Source: an optimization exercise on an open RTL-to-GDS flow (aim: small area, a short achievable clock period and few clock cycles). Production flows keep margins and buffers that such runs may drop. Only simulation tests tie the RTL to the original design; equivalence was not proved. The clock port is modelled as an ideal driver, which makes a skipped or thinned clock tree look cheaper than it is; a real chip needs a root buffer or a tree. Power figures rest on the tool's default switching activity, not on a simulated workload.

## pkt_loopback_top
module pkt_loopback_top (
    input  logic  rd_clk,
    input  logic  rd_rst_n,
    input  logic  link_up,
    input  logic  rx_valid,
    input  pkt_loopback_pkg::beat_t rx_beat,
    output logic  tx_valid,
    output pkt_loopback_pkg::beat_t tx_beat,
    input  logic  tx_ready
);
    localparam int N  = 16;          
    localparam int W  = 64 + 3 + 1;   
    localparam int P  = 4;           
    localparam int PW = 64 / P;
    logic [W-1:0] slot [N];
    logic [P-1:1] carry;             
    logic [N-1:0] v;                 
    logic [N-1:0] move;              
    logic         pop;
    logic         tv;                
    logic         next_sop;          
    logic         out_sop;
    assign pop = tv && tx_ready;
    logic [N-1:1] room;              
    logic [N:0]   empty_from;        
    logic [N-1:0] gap_at;            
    logic [N-1:0] two_from;          
    logic [N-1:0] v_stay;            
    logic [N-1:0] v_shift;           
    logic [N-1:0] v_nxt;
    logic [N-1:1] room_nxt;
    always_comb begin
        empty_from[N] = 1'b0;
        for (int i = 0; i < N; i++) begin
            empty_from[i] = !v[i] || ((i < N - 1) ? room[(i < N - 1) ? i + 1 : 1] : 1'b0);
        end
        for (int i = 0; i < N; i++) begin
            gap_at[i] = !v[i] && empty_from[i+1];
        end
        two_from[N-1] = 1'b0;
        for (int i = N - 2; i >= 0; i--) begin
            two_from[i] = two_from[i+1] || gap_at[i];
        end
        move[0] = rx_valid;
        for (int i = 1; i < N; i++) begin
            move[i] = room[i] || (v[i-1] && pop);
        end
        v_stay[0]  = rx_valid || (v[0] && !empty_from[1]);
  ...
==> flow/config.mk <==
export PLATFORM = sky130hd
export DESIGN_NAME = pkt_loopback_top
export DESIGN_NICKNAME = pkt_loopback_top
export VERILOG_FILES = /design/flow/design.v
export SDC_FILE = /design/flow/constraint.sdc
export NUM_CORES = 4
export LEC_CHECK = 0
export CAP_MARGIN = 20
export CORE_MARGIN = 2
export CORE_UTILIZATION = 65
export SETUP_SLACK_MARGIN = 3.03
export SLEW_MARGIN = 20
==> flow/constraint.sdc <==
create_clock -name core_clock -period 5.0 [get_ports {rd_clk}]
set_input_delay 1.0000 -clock core_clock [delete_from_list [all_inputs] [get_ports {rd_clk}]]
set_output_delay 1.0000 -clock core_clock [all_outputs]
set_load 0.01 [all_outputs]
standard.sh (not shown) runs the stock make flow with config.mk's settings and CLKGATE_MAP_FILE= SYNTH_SCRIPT=/design/flow/synth_recipe.tcl, a recipe that flattens the netlist after the stock synthesis.
==> flow/flow/run.sh <==
#!/bin/bash
# The standard layout with two changes: the port buffers are buf_2 cells
# rather than the delay buffer that buffer_ports picks by default (every port
# still gets its own buffer), and the clock tree is built by cts_tree.tcl, a
# balanced two-level tree, in place of TritonCTS's three-level one. The make
# output goes to standard_flow.log here; ORFS keeps each step's log under
# orfs/logs. Timing repair fixes fanout with buffers rather than by cloning
# gates, and may resize cells across footprints.
set -euo pipefail
here=$(pwd)
bash standard.sh BUFFER_PORTS_ARGS="-buffer_cell sky130_fd_sc_hd__buf_2" \
  PRE_CTS_TCL="$here/flow/cts_tree.tcl" SKIP_GATE_CLONING=1 MATCH_CELL_FOOTPRINT=0 finish > standard_flow.log 2>&1
Other scripts of this flow, unchanged in this note and not shown: flow/flow/cts_tree.tcl
Testbench counts at the start, summed over its fixed seeds: cycles 4,821.
Edit:
- SETUP_SLACK_MARGIN: 3.03 -> 3.07
What happened:
- power drops by 0.50%
- hold slack stays flat
- register-to-register slack got worse by 0.04 ns
- clock power stays flat
- fmax grows by about 0.9%
- global-route usage went down by 0.20 points
- area after synthesis stays the same
- worst setup slack improves by 0.018 ns
- utilization fell by 0.18 points
- final cell count fell by 0.35%
Edit:
- SETUP_SLACK_MARGIN: 3.07 -> 3.1
What happened: Power grows by 7.6%; design area grows by about 5%; area after synthesis is unchanged; final cell count grows by 3.8%; maximum frequency shrinks by 3.4%; utilization grows by 3.5 points; hold slack got worse by 0.0079 ns; wire length grows by 22%; clock skew grows by 0.015 ns; global-route usage grows by 3.3 points; combinational power grows by about 40%.
Edit:
- SETUP_SLACK_MARGIN: 3.1 -> 3.05
Result:
- die area stays the same
- final cell count shrinks by 3.7%
- sequential share of layout area rises by 3.6 points
- total power goes down by 7.2%
- clock skew is lower by 0.015 ns
- flip-flop and latch count stays the same
- first-iteration DRC count falls by 4.5%
- area after synthesis stays the same
- via count fell by 5.6%
- setup slack improves by 0.049 ns
- register-to-register slack is worse by 0.02 ns
Edit:
- CORE_UTILIZATION: 65 -> 62
What happened:
- The changed run completed with no timing, DRC or antenna violations
- routed wire length went up by 11%
- total power went up by 5.0%
- final cell count went up by 5.4%
No run of this note takes its clock network from TritonCTS; it comes from the design's own scripts or RTL.

## run 1
pkt_loopback_top, a different RTL version from the one above (not shown whole).
Size in the first run: roughly 1600 cells after synthesis, roughly 1100 flip-flops, ~36000 um2 of cells after synthesis.
clock: 5.0 ns
lec_check: 0
cap_margin: 20
core_margin: 2
core_utilization: 65
setup_slack_margin: 3.05
slew_margin: 20
==> flow/flow/run.sh <==
#!/bin/bash
# The standard layout with two changes: the port buffers are buf_2 cells
# rather than the delay buffer that buffer_ports picks by default (every port
# still gets its own buffer), and the clock tree is built by cts_tree.tcl, a
# balanced two-level tree, in place of TritonCTS's three-level one. The make
# output goes to standard_flow.log here; ORFS keeps each step's log under
# orfs/logs.
set -euo pipefail
here=$(pwd)
bash standard.sh BUFFER_PORTS_ARGS="-buffer_cell sky130_fd_sc_hd__buf_2" \
  PRE_CTS_TCL="$here/flow/cts_tree.tcl" finish > standard_flow.log 2>&1
Other scripts of this flow, unchanged in this note and not shown: flow/flow/cts_tree.tcl
Testbench counts of run 1, summed over its fixed seeds: cycles 4,916.
What run 2 does differently from run 1 at the input level:
Settings: CORE_UTILIZATION: 65 -> 70.
Findings:
In the metrics for run 1 and run 2, the one carrying the lower via count is run 1.
Clock network latency to the later pin of the worst-skew pair: run 1 vs run 2 — no meaningful difference
In the metrics for run 1 and run 2, the one carrying the higher combinational power is run 2.
| time the worst path needs with I/O delays and setup | run 2 vs run 1 | worse |
Setup changes, run 2 to run 3
Settings: CORE_UTILIZATION now 65, was 70.
diff --git a/flow/flow/run.sh b/flow/flow/run.sh
--- a/flow/flow/run.sh
+++ b/flow/flow/run.sh
@@ -5,7 +5,8 @@
 # balanced two-level tree, in place of TritonCTS's three-level one. The make
 # output goes to standard_flow.log here; ORFS keeps each step's log under
-# orfs/logs.
+# orfs/logs. Timing repair fixes fanout with buffers rather than by cloning
+# gates.
 set -euo pipefail
 here=$(pwd)
 bash standard.sh BUFFER_PORTS_ARGS="-buffer_cell sky130_fd_sc_hd__buf_2" \
-  PRE_CTS_TCL="$here/flow/cts_tree.tcl" finish > standard_flow.log 2>&1
+  PRE_CTS_TCL="$here/flow/cts_tree.tcl" SKIP_GATE_CLONING=1 finish > standard_flow.log 2>&1
[summary]
Area inside the core boundary, run 3 and run 2, lower one = run 2.
Run 3 was carried through to the last stage, and its layout satisfied the timing, design-rule and antenna checks.
Power density of the placed cells: run 3 and run 2 compared, lower one is run 3
Between run 3 and run 2, the wire length on met1 is higher for run 2.
No run of this note takes its clock network from TritonCTS; it comes from the design's own scripts or RTL.

Setup of build 60:
Another version of the RTL of pkt_loopback_top (not shown whole).
Size: about 1500 cells after synthesis, ~1100 flip-flops, ~140 I/O pins, roughly 35000 sq um of cells after synthesis.
export LEC_CHECK = 0
export CAP_MARGIN = 20
export CORE_MARGIN = 2
export CORE_UTILIZATION = 65
export CTS_CLUSTER_DIAMETER = 70
export CTS_CLUSTER_SIZE = 24
export SETUP_SLACK_MARGIN = 2.9
export SLEW_MARGIN = 20
create_clock -name core_clock -period 5.0 [get_ports {rd_clk}]
==> flow/flow/run.sh <==
#!/bin/bash
# The standard layout, except that the port buffers are buf_2 cells rather
# than the delay buffer that buffer_ports picks by default. Every port still
# gets its own buffer. The make output goes to standard_flow.log here; ORFS
# keeps each step's log under orfs/logs.
set -euo pipefail
bash standard.sh BUFFER_PORTS_ARGS="-buffer_cell sky130_fd_sc_hd__buf_2" finish > standard_flow.log 2>&1
Testbench counts of build 60, summed over its fixed seeds: cycles 4,916.
Relative to build 60, the following input files were edited for trial 10:
- SETUP_SLACK_MARGIN changed from 2.9 to 3.1
Results
- Trial 10 vs build 60 on final cell count: trial 10 is the higher one.
- Between trial 10 and build 60, it is trial 10 whose half-perimeter wire length after placement is lower, by 610 microns.
- Clock period minus worst slack improves in trial 10 relative to build 60.
- Number of gates given a new drive strength after cts in trial 10 vs build 60: up 29%

The RTL this note starts from:
==> flow/design.v <==
package pkt_loopback_pkg;
    typedef struct packed {
        logic                sop;
        logic                eop;
        logic [3-1:0] empty;
        logic [64-1:0]  data;
    } beat_t;
    typedef logic [$clog2(16 + 1)-1:0] beat_idx_t;
    typedef enum logic [1:0] {
        st_idle,
        st_load,
        st_send,
        st_done
    } tx_state_e;
endpackage
`timescale 1ns/1ns
module pkt_loopback_top (
    input  logic  rd_clk,
    input  logic  rd_rst_n,
    input  logic  link_up,
    input  logic  rx_valid,
    input  pkt_loopback_pkg::beat_t rx_beat,
    output logic  tx_valid,
    output pkt_loopback_pkg::beat_t tx_beat,
    input  logic  tx_ready
);
    localparam int N = 16;           
    localparam int W = 64 + 3 + 1;    
    logic [W-1:0] slot [N];
    logic [N-1:0] v;                 
    logic [N:0]   vacate;            
    logic [N-1:0] move;              
    logic [W-1:0] wr_word;
    logic         pop;
    logic         next_sop;          
    logic         out_sop;
    assign wr_word = {rx_beat.eop,
                      rx_beat.empty & {3{rx_beat.eop}},
                      rx_beat.data};
    logic [W-1:0] inc_word;
    assign inc_word = {slot[0][W-1:64], slot[0][64-1:0] + 64'(1)};
    assign pop = tx_valid && tx_ready;
    always_comb begin
        vacate[N] = pop;
        for (int i = N - 1; i >= 0; i--) begin
            vacate[i] = vacate[i+1] || !v[i];
        end
        move[0] = rx_valid;
        for (int i = 1; i < N; i++) begin
            move[i] = v[i-1] && vacate[i];
        end
    end
    always_ff @(posedge rd_clk) begin
        if (move[0]) begin
            slot[0] <= wr_word;
        end
        if (move[1]) begin
            slot[1] <= inc_word;
        end
        for (int i = 2; i < N - 1; i++) begin
            if (move[i]) begin
                slot[i] <= slot[i-1];
            end
        end
    end
    always_ff @(posedge rd_clk) begin
        slot[N-1] <= (slot[N-2] & {W{move[N-1]}}) | (slot[N-1] & {W{!move[N-1]}});
        out_sop   <= move[N-1] ? next_sop : out_sop;
    end
    always_ff @(posedge rd_clk or negedge rd_rst_n) begin
        if (!rd_rst_n) begin
            v        <= '0;
            tx_valid <= 1'b0;
            next_sop <= 1'b1;
        end else begin
            for (int i = 0; i < N; i++) begin
                v[i] <= move[i] || (v[i] && !vacate[i+1]);
            end
            if (move[N-1]) begin
                next_sop <= slot[N-2][W-1];
            end
            tx_valid <= (move[N-1] || (v[N-1] && !pop)) && link_up;
        end
    end
    assign tx_beat = {out_sop, slot[N-1]};
endmodule
clock: 5.0 ns
lec_check: 0
cap_margin: 20
core_margin: 2
core_utilization: 50
setup_slack_margin: 2.9
slew_margin: 20
run.sh (not shown) runs the stock make flow with config.mk's settings and CLKGATE_MAP_FILE= SYNTH_SCRIPT=/design/flow/synth_recipe.tcl, a recipe that flattens the netlist after the stock synthesis.
Stock flow here: none of the scripts above is used.
The starting point went through all stages and came out clean.
Testbench counts at the start, summed over its fixed seeds: cycles 4,916.
Change:
--- a/flow/config.mk
+++ b/flow/config.mk
@@ -9,3 +9,5 @@
 export CORE_MARGIN = 2
-export CORE_UTILIZATION = 50
+export CORE_UTILIZATION = 65
+export CTS_CLUSTER_DIAMETER = 70
+export CTS_CLUSTER_SIZE = 24
 export SETUP_SLACK_MARGIN = 2.9
After rerunning: Synthesized area stays the same. Global-route usage goes up by 1.6 points. Core utilization goes up by 15 points. Via count goes down by 5.2%. Total power goes down by 15%. Critical path depth does not change. Routed wire length goes down by 14%. Count of clock-buffer cells in the layout goes down by 59.

==> re-timing with driven ports <==
In the flow no input, the clock included, has a driving cell. The finished layouts below were timed again as built, in two steps. Step 1 (the two cells are an assumption about what drives the block):
set clk [get_ports {rd_clk}]
set_driving_cell -lib_cell sky130_fd_sc_hd__clkbuf_16 $clk
set_driving_cell -lib_cell sky130_fd_sc_hd__buf_2 [delete_from_list [all_inputs] $clk]
Step 2 adds t to the input delays and takes it off the output delays; t is the mean of the earliest and latest rising clock arrival at the registers after step 1. Input paths then give back, and output paths get back, about the clock's delay inside the block. Three values: ideal, step 1, step 2; two values: the first two.
run | shift t [ns] | slack for setup (ns) | worst hold slack (ns) | slew at the worst register clock pin (ns) | cell pins on the clock port's net
the first run of note 1 | 0.536 | 3.073 / 2.955 / 2.645 | 0.411 / 0.411 / 0.411 | 0.10 / 0.10 | 4
the second run of note 1 | 0.528 | 3.090 / 2.975 / 2.659 | 0.412 / 0.412 / 0.412 | 0.09 / 0.09 | 4
the third run of note 1 | 0.522 | 3.022 / 2.984 / 2.563 | 0.404 / 0.404 / 0.404 | 0.10 / 0.10 | 4
the fourth run of note 1 | 0.528 | 3.071 / 2.956 / 2.660 | 0.412 / 0.412 / 0.412 | 0.09 / 0.09 | 4
the fifth run of note 1 | 0.534 | 3.047 / 2.946 / 2.583 | 0.412 / 0.412 / 0.412 | 0.10 / 0.10 | 4
run 1 | 0.531 | 3.101 / 2.981 / 2.737 | 0.416 / 0.416 / 0.416 | 0.09 / 0.09 | 4
run 2 | 0.542 | 3.089 / 2.967 / 2.677 | 0.402 / 0.402 / 0.402 | 0.11 / 0.11 | 4
run 3 | 0.527 | 3.082 / 2.985 / 2.777 | 0.416 / 0.416 / 0.416 | 0.09 / 0.09 | 4
build 60 | 0.665 | 2.782 / 2.727 / 2.239 | 0.417 / 0.416 / 0.417 | 0.09 / 0.09 | 1
trial 10 | 0.647 | 2.857 / 2.801 / 2.388 | 0.416 / 0.416 / 0.416 | 0.09 / 0.09 | 1
the first run of note 4 | 0.692 | 2.766 / 2.712 / 2.250 | 0.406 / 0.406 / 0.406 | 0.06 / 0.06 | 1
the second run of note 4 | 0.646 | 2.840 / 2.786 / 2.240 | 0.409 / 0.409 / 0.409 | 0.09 / 0.09 | 1
After both steps setup and hold are still met in every run listed. The setup slack of the second run of note 4, which loses most, moves by -0.054 ns with the drivers and by -0.600 ns with both steps.
